This design comes from an exercise in tuning for a short achievable clock period and few clock cycles on the open sky130 flow, not from production work.
The RTL was checked by simulation tests, not by an equivalence proof against the original design.

### flow/constraint.sdc
create_clock -name core_clock -period 12.0 [get_ports {clk}]
set_input_delay 2.4000 -clock core_clock [delete_from_list [all_inputs] [get_ports {clk}]]
set_output_delay 2.4000 -clock core_clock [all_outputs]
set_load 0.01 [all_outputs]
### flow/design.v
	typedef logic [32-1:0] word_t;
	typedef logic [16-1:0] half_t;
	typedef logic [3-1:0] reg_code_t;
	typedef logic [4-1:0] flags_t;
	typedef enum logic [3:0] {
		ADD   = 4'd0,
		ADC   = 4'd1,
		SUB   = 4'd2,
		AND   = 4'd3,
		OR    = 4'd4,
		XOR   = 4'd5,
		SHL   = 4'd6,
		SHR   = 4'd7,
		MOVR  = 4'd8,
		MOVL  = 4'd9,
		MOVH  = 4'd10,
		MOVF  = 4'd11,
		JMP   = 4'd12,
		LOAD  = 4'd13,
		STORE = 4'd14,
		NOP   = 4'd15
	} opcode_t;
	typedef enum logic [1:0] {
		ALWAYS = 2'd0,
		ZERO   = 2'd1,
		CARRY  = 2'd2,
		SIGN   = 2'd3
	} cond_t;
	localparam reg_code_t IP_CODE = 3'd7;
	typedef enum logic [1:0] {
		PART_NONE = 2'd0,
		PART_LOW  = 2'd1,
		PART_HIGH = 2'd2
	} part_sel_t;
	typedef struct packed {
		half_t instr;
		word_t addr;
		logic  lower;
		half_t ext;
	} fetch_out_t;
	typedef struct packed {
		opcode_t   op;
		reg_code_t op1;
		reg_code_t op2;
		logic      suffix;
		cond_t     cond;
		half_t     imm;
	} dec_out_t;
	typedef struct packed {
		logic      we;
		reg_code_t dest;
		word_t     result;
		part_sel_t part;
		logic      mem_req;
		logic      mem_we;
		word_t     addr;
		word_t     data;
		logic      jump;
	} exe_out_t;
	typedef enum logic {
		IDLE     = 1'b0,
		MEM_WAIT = 1'b1
	} wb_state_t;
`timescale 1ns/1ps
module cpu_fetch (
	input  logic       clk,
	input  logic       rst_n,
	input  logic       retire,
	input  logic       redirect,
	input  word_t      redirect_addr,
	output word_t      instr_addr,
	input  word_t      instruction,
	output logic       fetch_valid,
	output fetch_out_t fetch_out
);
	logic  half_lo;
	logic  started;
	logic  cur_long;
	opcode_t cur_op;
	word_t instr_addr_q;
	assign instr_addr = instr_addr_q;
	assign cur_op = opcode_t'(instruction[32-1 -: 4]);
	assign cur_long = !half_lo && ((cur_op == MOVL) || (cur_op == MOVH));
	always_comb begin
		fetch_out.instr = half_lo ? instruction[16-1:0] :
			instruction[32-1:16];
		fetch_out.addr = instr_addr_q;
		fetch_out.lower = half_lo;
		fetch_out.ext = instruction[16-1:0];
	end
	always_ff @(posedge clk or negedge rst_n) begin
		if (!rst_n) begin
			instr_addr_q <= '0;
			half_lo <= 1'b0;
			started <= 1'b0;
			fetch_valid <= 1'b0;
		end else begin
			fetch_valid <= retire || !started;
			started <= 1'b1;
			if (redirect) begin
				instr_addr_q <= redirect_addr;
				half_lo <= 1'b0;
			end else if (retire) begin
				if (half_lo || cur_long) begin
					instr_addr_q <= instr_addr_q + 1'b1;
					half_lo <= 1'b0;
				end else begin
					half_lo <= 1'b1;
				end
			end
		end
	end
endmodule
`timescale 1ns/1ps
module cpu_decode (
	input  logic       clk,
	input  logic       rst_n,
	input  logic       fetch_valid,
	input  fetch_out_t fetch_out,
	output logic       dec_valid,
	output dec_out_t   dec_out
);
	opcode_t  raw_op;
	logic     long_move;
	dec_out_t dec_nxt;
	assign raw_op = opcode_t'(fetch_out.instr[15:12]);
	assign long_move = (raw_op == MOVL) || (raw_op == MOVH);
	always_comb begin
		dec_nxt.op1 = fetch_out.instr[11:9];
		dec_nxt.op2 = fetch_out.instr[8:6];
		dec_nxt.suffix = fetch_out.instr[5];
		dec_nxt.cond = cond_t'(fetch_out.instr[5:4]);
		if (long_move && fetch_out.lower) begin
			dec_nxt.op = NOP;
		end else begin
			dec_nxt.op = raw_op;
		end
		if (long_move) begin
			dec_nxt.imm = fetch_out.ext;
		end else begin
			dec_nxt.imm = '0;
		end
	end
	always_ff @(posedge clk or negedge rst_n) begin
		if (!rst_n) begin
			dec_valid <= 1'b0;
			dec_out.op <= NOP;
			dec_out.op1 <= '0;
			dec_out.op2 <= '0;
			dec_out.suffix <= 1'b0;
			dec_out.cond <= ALWAYS;
			dec_out.imm <= '0;
		end else begin
			dec_valid <= fetch_valid;
			if (fetch_valid) begin
				dec_out <= dec_nxt;
			end
		end
	end
endmodule
`timescale 1ns/1ps
module cpu_regfile (
	input  logic      clk,
	input  logic      rst_n,
	input  reg_code_t rd_a_code,
	input  reg_code_t rd_b_code,
	output word_t     rd_a,
	output word_t     rd_b,
	input  word_t     cur_addr,
	input  logic      wr_en,
	input  reg_code_t wr_code,
	input  word_t     wr_data
);
	word_t regs [0:6];
	assign rd_a = (rd_a_code == IP_CODE) ? cur_addr : regs[rd_a_code];
	assign rd_b = (rd_b_code == IP_CODE) ? cur_addr : regs[rd_b_code];
	always_ff @(posedge clk or negedge rst_n) begin
		if (!rst_n) begin
			for (int i = 0; i < 7; i++) begin
				regs[i] <= '0;
			end
		end else if (wr_en && wr_code != IP_CODE) begin
			regs[wr_code] <= wr_data;
		end
	end
endmodule
`timescale 1ns/1ps
module cpu_execute (
	input  logic      clk,
	input  logic      rst_n,
	input  logic      dec_valid,
	input  dec_out_t  dec_out,
	input  word_t     rd_a,
	input  word_t     rd_b,
	output reg_code_t rd_a_code,
	output reg_code_t rd_b_code,
	output logic      exe_valid,
	output exe_out_t  exe_out
);
	localparam int MSB = 32 - 1;
	flags_t                flags_q;
	flags_t                flags_nxt;
	logic                  alu_op;
	logic                  carry_in;
	logic                  take;
	logic [32:0]   sum;
	word_t                 alu_res;
	exe_out_t              exe_nxt;
	assign rd_a_code = dec_out.op1;
	assign rd_b_code = dec_out.op2;
	assign alu_op = (dec_out.op >= ADD) && (dec_out.op <= SHR);
	assign carry_in = (dec_out.op == ADC) ? flags_q[0] : 1'b0;
	assign sum = (dec_out.op == SUB) ? {1'b0, rd_a} - {1'b0, rd_b} :
		{1'b0, rd_a} + {1'b0, rd_b} + {{32{1'b0}}, carry_in};
	always_comb begin
		alu_res = '0;
		flags_nxt = flags_q;
		case (dec_out.op)
			ADD, ADC, SUB: begin
				alu_res = sum[MSB:0];
				flags_nxt[0] = sum[32];
				if (dec_out.op == SUB) begin
					flags_nxt[2] = (rd_a[MSB] != rd_b[MSB]) &&
						(alu_res[MSB] != rd_a[MSB]);
				end else begin
					flags_nxt[2] = (rd_a[MSB] == rd_b[MSB]) &&
						(alu_res[MSB] != rd_a[MSB]);
				end
			end
			AND, OR, XOR: begin
				if (dec_out.op == AND) begin
					alu_res = rd_a & rd_b;
				end else if (dec_out.op == OR) begin
					alu_res = rd_a | rd_b;
				end else begin
					alu_res = rd_a ^ rd_b;
				end
				flags_nxt[0] = 1'b0;
				flags_nxt[2] = 1'b0;
			end
			SHL: begin
				alu_res = rd_b << 1;
				flags_nxt[0] = rd_b[MSB];
				flags_nxt[2] = 1'b0;
			end
			SHR: begin
				alu_res = rd_b >> 1;
				flags_nxt[0] = rd_b[0];
				flags_nxt[2] = 1'b0;
			end
			default: begin
				alu_res = '0;
			end
		endcase
		flags_nxt[1] = alu_res[MSB];
		flags_nxt[3] = (alu_res == '0);
	end
	always_comb begin
		case (dec_out.cond)
			ALWAYS: take = 1'b1;
			ZERO: take = flags_q[3];
			CARRY: take = flags_q[0];
			default: take = flags_q[1];
		endcase
	end
	always_comb begin
		exe_nxt = '0;
		exe_nxt.dest = dec_out.op1;
		case (dec_out.op)
			MOVR: begin
				exe_nxt.we = 1'b1;
				exe_nxt.result = rd_b;
			end
			MOVL: begin
				exe_nxt.we = 1'b1;
				exe_nxt.result = {{16{1'b0}}, dec_out.imm};
				exe_nxt.part = PART_LOW;
			end
			MOVH: begin
				exe_nxt.we = 1'b1;
				exe_nxt.result = {dec_out.imm, {16{1'b0}}};
				exe_nxt.part = PART_HIGH;
			end
			MOVF: begin
				exe_nxt.we = 1'b1;
				exe_nxt.result = word_t'(flags_q);
			end
			JMP: begin
				exe_nxt.jump = take;
				exe_nxt.result = rd_a;
			end
			LOAD: begin
				exe_nxt.we = 1'b1;
				exe_nxt.mem_req = 1'b1;
				exe_nxt.addr = rd_b;
			end
			STORE: begin
				exe_nxt.mem_req = 1'b1;
				exe_nxt.mem_we = 1'b1;
				exe_nxt.addr = rd_a;
				exe_nxt.data = rd_b;
			end
			NOP: begin
				exe_nxt.we = 1'b0;
			end
			default: begin
				exe_nxt.we = dec_out.suffix;
				exe_nxt.result = alu_res;
			end
		endcase
	end
	always_ff @(posedge clk or negedge rst_n) begin
		if (!rst_n) begin
			exe_valid <= 1'b0;
			flags_q <= '0;
		end else begin
			exe_valid <= dec_valid;
			if (dec_valid && alu_op) begin
				flags_q <= flags_nxt;
			end
		end
	end
	always_ff @(posedge clk) begin
		if (dec_valid) begin
			exe_out <= exe_nxt;
		end
	end
endmodule
`timescale 1ns/1ps
module cpu_mem_wb (
	input  logic      clk,
	input  logic      rst_n,
	input  logic      exe_valid,
	input  exe_out_t  exe_out,
	output word_t     address,
	output word_t     writedata,
	output logic      wren,
	output logic      request,
	input  word_t     readdata,
	input  logic      response,
	output logic      wr_en,
	output reg_code_t wr_code,
	output word_t     wr_data,
	input  word_t     rd_old,
	output logic      redirect,
	output word_t     redirect_addr,
	output logic      retire
);
	wb_state_t state;
	word_t     merged;
	logic      ip_write;
	always_comb begin
		case (exe_out.part)
			PART_LOW: merged = {rd_old[32-1:16], exe_out.result[16-1:0]};
			PART_HIGH: merged = {exe_out.result[32-1:16], rd_old[16-1:0]};
			default: merged = exe_out.result;
		endcase
	end
	assign ip_write = exe_out.we && exe_out.dest == IP_CODE;
	always_ff @(posedge clk or negedge rst_n) begin
		if (!rst_n) begin
			state <= IDLE;
			address <= '0;
			writedata <= '0;
			wren <= 1'b0;
			request <= 1'b0;
			wr_en <= 1'b0;
			wr_code <= '0;
			wr_data <= '0;
			redirect <= 1'b0;
			redirect_addr <= '0;
			retire <= 1'b0;
		end else begin
			wr_en <= 1'b0;
			redirect <= 1'b0;
			retire <= 1'b0;
			case (state)
				IDLE: begin
					if (exe_valid && exe_out.mem_req) begin
						request <= 1'b1;
						wren <= exe_out.mem_we;
						address <= exe_out.addr;
						writedata <= exe_out.data;
						wr_code <= exe_out.dest;
						state <= MEM_WAIT;
					end else if (exe_valid) begin
						wr_en <= exe_out.we && !ip_write;
						wr_code <= exe_out.dest;
						wr_data <= merged;
						redirect <= ip_write || exe_out.jump;
						redirect_addr <= exe_out.jump ? exe_out.result : merged;
						retire <= 1'b1;
					end
				end
				MEM_WAIT: begin
					if (response) begin
						request <= 1'b0;
						wren <= 1'b0;
						retire <= 1'b1;
						if (!wren) begin
							wr_en <= wr_code != IP_CODE;
							wr_data <= readdata;
							redirect <= wr_code == IP_CODE;
							redirect_addr <= readdata;
						end
						state <= IDLE;
					end
				end
				default: state <= IDLE;
			endcase
		end
	end
endmodule
`timescale 1ns/1ps
module cpu_core (
	input  logic  clk,
	input  logic  rst_n,
	output word_t instr_addr,
	input  word_t instruction,
	output word_t address,
	output word_t writedata,
	output logic  wren,
	output logic  request,
	input  word_t readdata,
	input  logic  response
);
	logic       fetch_valid;
	fetch_out_t fetch_out;
	logic       dec_valid;
	dec_out_t   dec_out;
	logic       exe_valid;
	exe_out_t   exe_out;
	reg_code_t  rd_a_code;
	reg_code_t  rd_b_code;
	word_t      rd_a;
	word_t      rd_b;
	logic       wr_en;
	reg_code_t  wr_code;
	word_t      wr_data;
	logic       redirect;
	word_t      redirect_addr;
	logic       retire;
	cpu_fetch cpu_fetch_inst (
		.clk           (clk),
		.rst_n         (rst_n),
		.retire        (retire),
		.redirect      (redirect),
		.redirect_addr (redirect_addr),
		.instr_addr    (instr_addr),
		.instruction   (instruction),
		.fetch_valid   (fetch_valid),
		.fetch_out     (fetch_out)
	);
	cpu_decode cpu_decode_inst (
		.clk         (clk),
		.rst_n       (rst_n),
		.fetch_valid (fetch_valid),
		.fetch_out   (fetch_out),
		.dec_valid   (dec_valid),
		.dec_out     (dec_out)
	);
	cpu_regfile cpu_regfile_inst (
		.clk       (clk),
		.rst_n     (rst_n),
		.rd_a_code (rd_a_code),
		.rd_b_code (rd_b_code),
		.rd_a      (rd_a),
		.rd_b      (rd_b),
		.cur_addr  (instr_addr),
		.wr_en     (wr_en),
		.wr_code   (wr_code),
		.wr_data   (wr_data)
	);
	cpu_execute cpu_execute_inst (
		.clk       (clk),
		.rst_n     (rst_n),
		.dec_valid (dec_valid),
		.dec_out   (dec_out),
		.rd_a      (rd_a),
		.rd_b      (rd_b),
		.rd_a_code (rd_a_code),
		.rd_b_code (rd_b_code),
		.exe_valid (exe_valid),
		.exe_out   (exe_out)
	);
	cpu_mem_wb cpu_mem_wb_inst (
		.clk           (clk),
		.rst_n         (rst_n),
		.exe_valid     (exe_valid),
		.exe_out       (exe_out),
		.address       (address),
		.writedata     (writedata),
		.wren          (wren),
		.request       (request),
		.readdata      (readdata),
		.response      (response),
		.wr_en         (wr_en),
		.wr_code       (wr_code),
		.wr_data       (wr_data),
		.rd_old        (rd_a),
		.redirect      (redirect),
		.redirect_addr (redirect_addr),
		.retire        (retire)
	);
endmodule
### flow/run.sh
#!/bin/bash
# synth_recipe.tcl (not shown) runs the flow's synth.tcl, then flattens the netlist and writes it again
# the make line also repeats each setting of config.mk as NAME=value (left out here)
make -C /OpenROAD-flow-scripts/flow DESIGN_CONFIG=/design/flow/config.mk WORK_HOME=/design/flow/orfs CLKGATE_MAP_FILE= SYNTH_SCRIPT=/design/flow/synth_recipe.tcl finish
### flow/config.mk
export PLATFORM = sky130hd
export DESIGN_NAME = cpu_core
export DESIGN_NICKNAME = cpu_core
export VERILOG_FILES = /design/flow/design.v
export SDC_FILE = /design/flow/constraint.sdc
export NUM_CORES = 4
export LEC_CHECK = 0
export CAP_MARGIN = 20
export CORE_MARGIN = 2
export CORE_UTILIZATION = 40
export SLEW_MARGIN = 20
==> reports/metrics.yaml <==
run_status:
  status: "no timing/DRC/antenna violations"
logic_synthesis:
  synth_ff_type: "dfrtp_1"
  ys_seq_area_frac: 0.425
  synth_edf_count: 105
  synth.top_cells.by_area: "dfrtp_1, mux2_2, edfxtp_1"
  synth.distinct_cells: 120
  synth_seq_cells: 535
  synth_fp_nets: 3524
  syn_avg_cell_area_um2: 9.76
  synth_top_area_share: 0.326
  ys_async_sr_fraction: 0.804
  post-synth-top-area-cell: "dfrtp_1"
  syn_area_um2: 32700
  synthCells: 3351
  yosysWarnings: 6
worst_setup_path:
  start_kind: "register"
  regToRegSetupSlack_ns: 4.47
  worstSetupEndpointType: "register"
  rr_endpoint: "cpu_execute_inst.flags_q[3]$_DFFE_PN0P_"
  critical_path_peak_fanout: 48
  rr_worst_depth: 22
  cp_data_required_time_ns: 12.57
  endpoint: "cpu_execute_inst.flags_q[3]$_DFFE_PN0P_"
  cp.arrival_ns: 8.10
  crit_start: "cpu_decode_inst.dec_out[23]$_DFFE_PN0P_"
  path_class: "reg2reg"
  reg2reg_from: "cpu_decode_inst.dec_out[23]$_DFFE_PN0P_"
timing:
  max_freq_mhz: 133
  setup_tns_ns: 0
  period_needed_ns: 7.53
  finalCritPeriodShare: 0.627
  worst_pin_slew_ns: 1.00
  hold_slack_ns: 0.405
  grt_setup_unrepaired: "no"
  hold_viol_final: 0
  setup_viol: 0
  relSlewSlack: 0.316
  drv_slew: 0
  finClkSkew_ns: 0.0386
  fin_ws_ns: 4.47
floorplanning:
  die-area_um2: 84100
  die_x_um: 290
  initial_core_util: 0.405
  rows: 104
  die-height_um: 290
  core_area_um2: 80800
  io_pins: 165
clock_tree:
  postCtsSetupRepairBufs: 0
  h-tree-depth: 2
  cts.sinks: 535
  clk_latency_ns: 0.66
  cts.clk_slew.worst_paths_ns: 0.06
  clockBufferDepth: 3
  tritoncts: "done"
  cts_buffers: 56
  ctsRootBufferMaster: "clkbuf_16"
  ctsResizeCount: 0
  hold_buffers: 0
cells_and_area:
  instances_no_fill: 4532
  nFillCells: 7668
  area_delta_synth_final_pct: 14.3
  layout-drive-gt1-share: 0.172
  nNetsFinal: 3595
global_routing:
  antenna_found_initial: 1
  grt_pass1_vias: 26800
  grt_pass1_wl_um: 182000
  grt_max_degree: 100
  grt_overflow: 0
  grt_usage: 0.288
placed_design:
  hpwl_um: 86100
  place.gp.congestion: 0.981
  dpl.cell_count: 4423
  dp_slack_ns: 4.83
  io_buffers: 160
drt:
  wire_per_inst_um: 27.5
  drt-initial-drc-count: 3267
  drtAntennaViolNets: 0
  drc: 0
  vias: 28200
  via_per_inst: 6.22
  drt-total-wl_um: 125000
  dr.pass1.iters: 7
min_path:
  hold_class: "reg2reg"
flow_run:
  maxCapViolCount: 0
cell families after synthesis:
| kind of cell | synth area share |
|---|---|
| xor gates and xnor gates | 0.0137 |
| and+or+nand+nor | 0.120 |
| buffers and inverters | 0.0492 |
| AOI/OAI and AO/OA | 0.197 |
| DFF | 0.425 |
| other | 0.000115 |
| muxes | 0.153 |
| adders and majority gates | 0.0412 |
registers in the layout, indices dropped and copies added (netlist names):
signal	cells
cpu_mem_wb_inst.redirect	1
cpu_mem_wb_inst.wr_code	3
cpu_fetch_inst.started	1
cpu_execute_inst.exe_out	105
cpu_decode_inst.dec_out	28
cpu_mem_wb_inst.address	32
cpu_mem_wb_inst.retire	1
cpu_fetch_inst.half_lo	1
cpu_mem_wb_inst.wr_en	1
cpu_regfile_inst.regs	224
cpu_mem_wb_inst.state	1
cpu_fetch_inst.instr_addr_q	32
cpu_decode_inst.dec_valid	1
cpu_execute_inst.flags_q	4
cpu_mem_wb_inst.writedata	32
cpu_mem_wb_inst.wren	1
cpu_mem_wb_inst.redirect_addr	32
cpu_fetch_inst.fetch_valid	1
cpu_mem_wb_inst.request	1
cpu_mem_wb_inst.wr_data	32
cpu_execute_inst.exe_valid	1
cell type report:
cell class	count	area, um2	share of cell area
multi-input combinational	2434	17300	0.462
tap	1060	1330	0.0355
sequential	535	13900	0.373
clock inverter	31	393	0.0105
clock buffer	74	1600	0.0428
timing repair buffer	253	2320	0.0622
inverter	142	539	0.0144
antenna	3	7.51	0.000201
Yosys cell counts (all sizes together), types with 59 or more instances:
library cell	number
edfxtp	105
o21ai	304
inv	141
mux2	303
a21oi	181
o22ai	100
clkbuf	181
nand2	361
mux2i	135
nor2	215
dfrtp	426
ha	103
buf	59
metal layers:
metal  GRT usage  part of all wire  up-vias  wire [um]
li1            -                 -    12400          -
met1       0.404              0.42    14000      52900
met2       0.427              0.43     1492      53400
met3      0.0577             0.098      282      12200
met4       0.130             0.049        0       6090
met5           0                 0        -          0
worst max-delay path: stages, from the launching register on:
cell and delay [ns]:
dfrtp_2 0.59, buf_4 0.66, nand2_2 0.30, nor2_2 0.60, buf_4 0.37, nand2_1 0.07, o21ai_0 0.20, inv_1 0.22
fa_1 0.48, fa_1 0.46, o21bai_1 0.23, a41oi_1 0.15, o31ai_1 0.27, o311ai_0 0.25, nand3_1 0.13, o21ai_0 0.10
xnor2_1 0.19, o221ai_1 0.25, a2111oi_0 0.88, nand4_1 0.34, nor4_2 0.29, and3_1 0.21, a31o_1 0.15
worst min path at each step:
stage	startpoint	end	slack [ns]	cells after the start
after global routing	cpu_fetch_inst.started$_DFF_PN0_	cpu_fetch_inst.fetch_valid$_DFF_PN0_	0.42	1
after CTS	cpu_fetch_inst.started$_DFF_PN0_	cpu_fetch_inst.fetch_valid$_DFF_PN0_	0.40	1
after global placement	cpu_fetch_inst.started$_DFF_PN0_	cpu_fetch_inst.fetch_valid$_DFF_PN0_	0.39	1
after detailed placement	cpu_fetch_inst.started$_DFF_PN0_	cpu_fetch_inst.fetch_valid$_DFF_PN0_	0.39	1
final	cpu_fetch_inst.started$_DFF_PN0_	cpu_fetch_inst.fetch_valid$_DFF_PN0_	0.41	1
after floorplan	cpu_fetch_inst.fetch_valid$_DFF_PN0_	cpu_decode_inst.dec_valid$_DFF_PN0_	0.35	0
stage by stage:
| step | utilization | cell area [um2] |
|---|---|---|
| after CTS | 0.462 | 37400 |
| after global routing | 0.463 | 37400 |
| after detailed placement | 0.438 | 35400 |
| after floorplan | - | 32700 |
| after global placement | 0.438 | 35400 |
| final | 0.463 | 37400 |
cells in the final DEF (no fill, tap or decap), types with 17 or more instances in the layout:
| master | instances |
|---|---|
| clkbuf_16 | 56 |
| nand3_1 | 47 |
| nor3_1 | 28 |
| a221oi_1 | 17 |
| ha_1 | 103 |
| clkdlybuf4s50_1 | 159 |
| nand4_1 | 22 |
| buf_4 | 92 |
| mux2_2 | 301 |
| nor2_1 | 210 |
| nor2b_1 | 31 |
| o211ai_1 | 26 |
| nand2_1 | 357 |
| nand2b_1 | 33 |
| a21oi_1 | 178 |
| o221ai_1 | 24 |
| o21ai_0 | 294 |
| o22ai_1 | 99 |
| dfrtp_1 | 417 |
| a211o_1 | 21 |
| xnor2_1 | 29 |
| edfxtp_1 | 105 |
| a222oi_1 | 20 |
| a211oi_1 | 22 |
| inv_1 | 132 |
| a22oi_1 | 41 |
| a21o_1 | 21 |
| a221o_1 | 18 |
| o22a_1 | 19 |
| xor2_1 | 22 |
| mux2i_1 | 134 |
Testbench counts, summed over its fixed seeds: cycles 367,992.

separate check: timing with driven ports:
Ports are ideal in the flow. The routed layout listed here was re-timed in OpenROAD.
Step 1 sets driving cells, clkbuf_16 on the clock port and buf_2 on the other inputs (assumed; they add their load-dependent delay and slew).
Step 2 times the ports against the registers' clock, not the clock port: input delays grow and output delays shrink by t, the midpoint of the rising clock arrivals with the driver on.
a / b / c = ideal ports / drivers / drivers and shift; a / b = the first two.
shift t [ns]: 0.706
setup slack, ns: 4.470 / 4.470 / 4.470
latest minus earliest clock arrival (ns): 0.041 / 0.040
worst register clock-pin slew, ns: 0.07 / 0.07
After both steps this run still meets setup and hold. For this run, drivers alone change the setup slack by 0.000 ns; drivers and shift together by 0.000 ns.
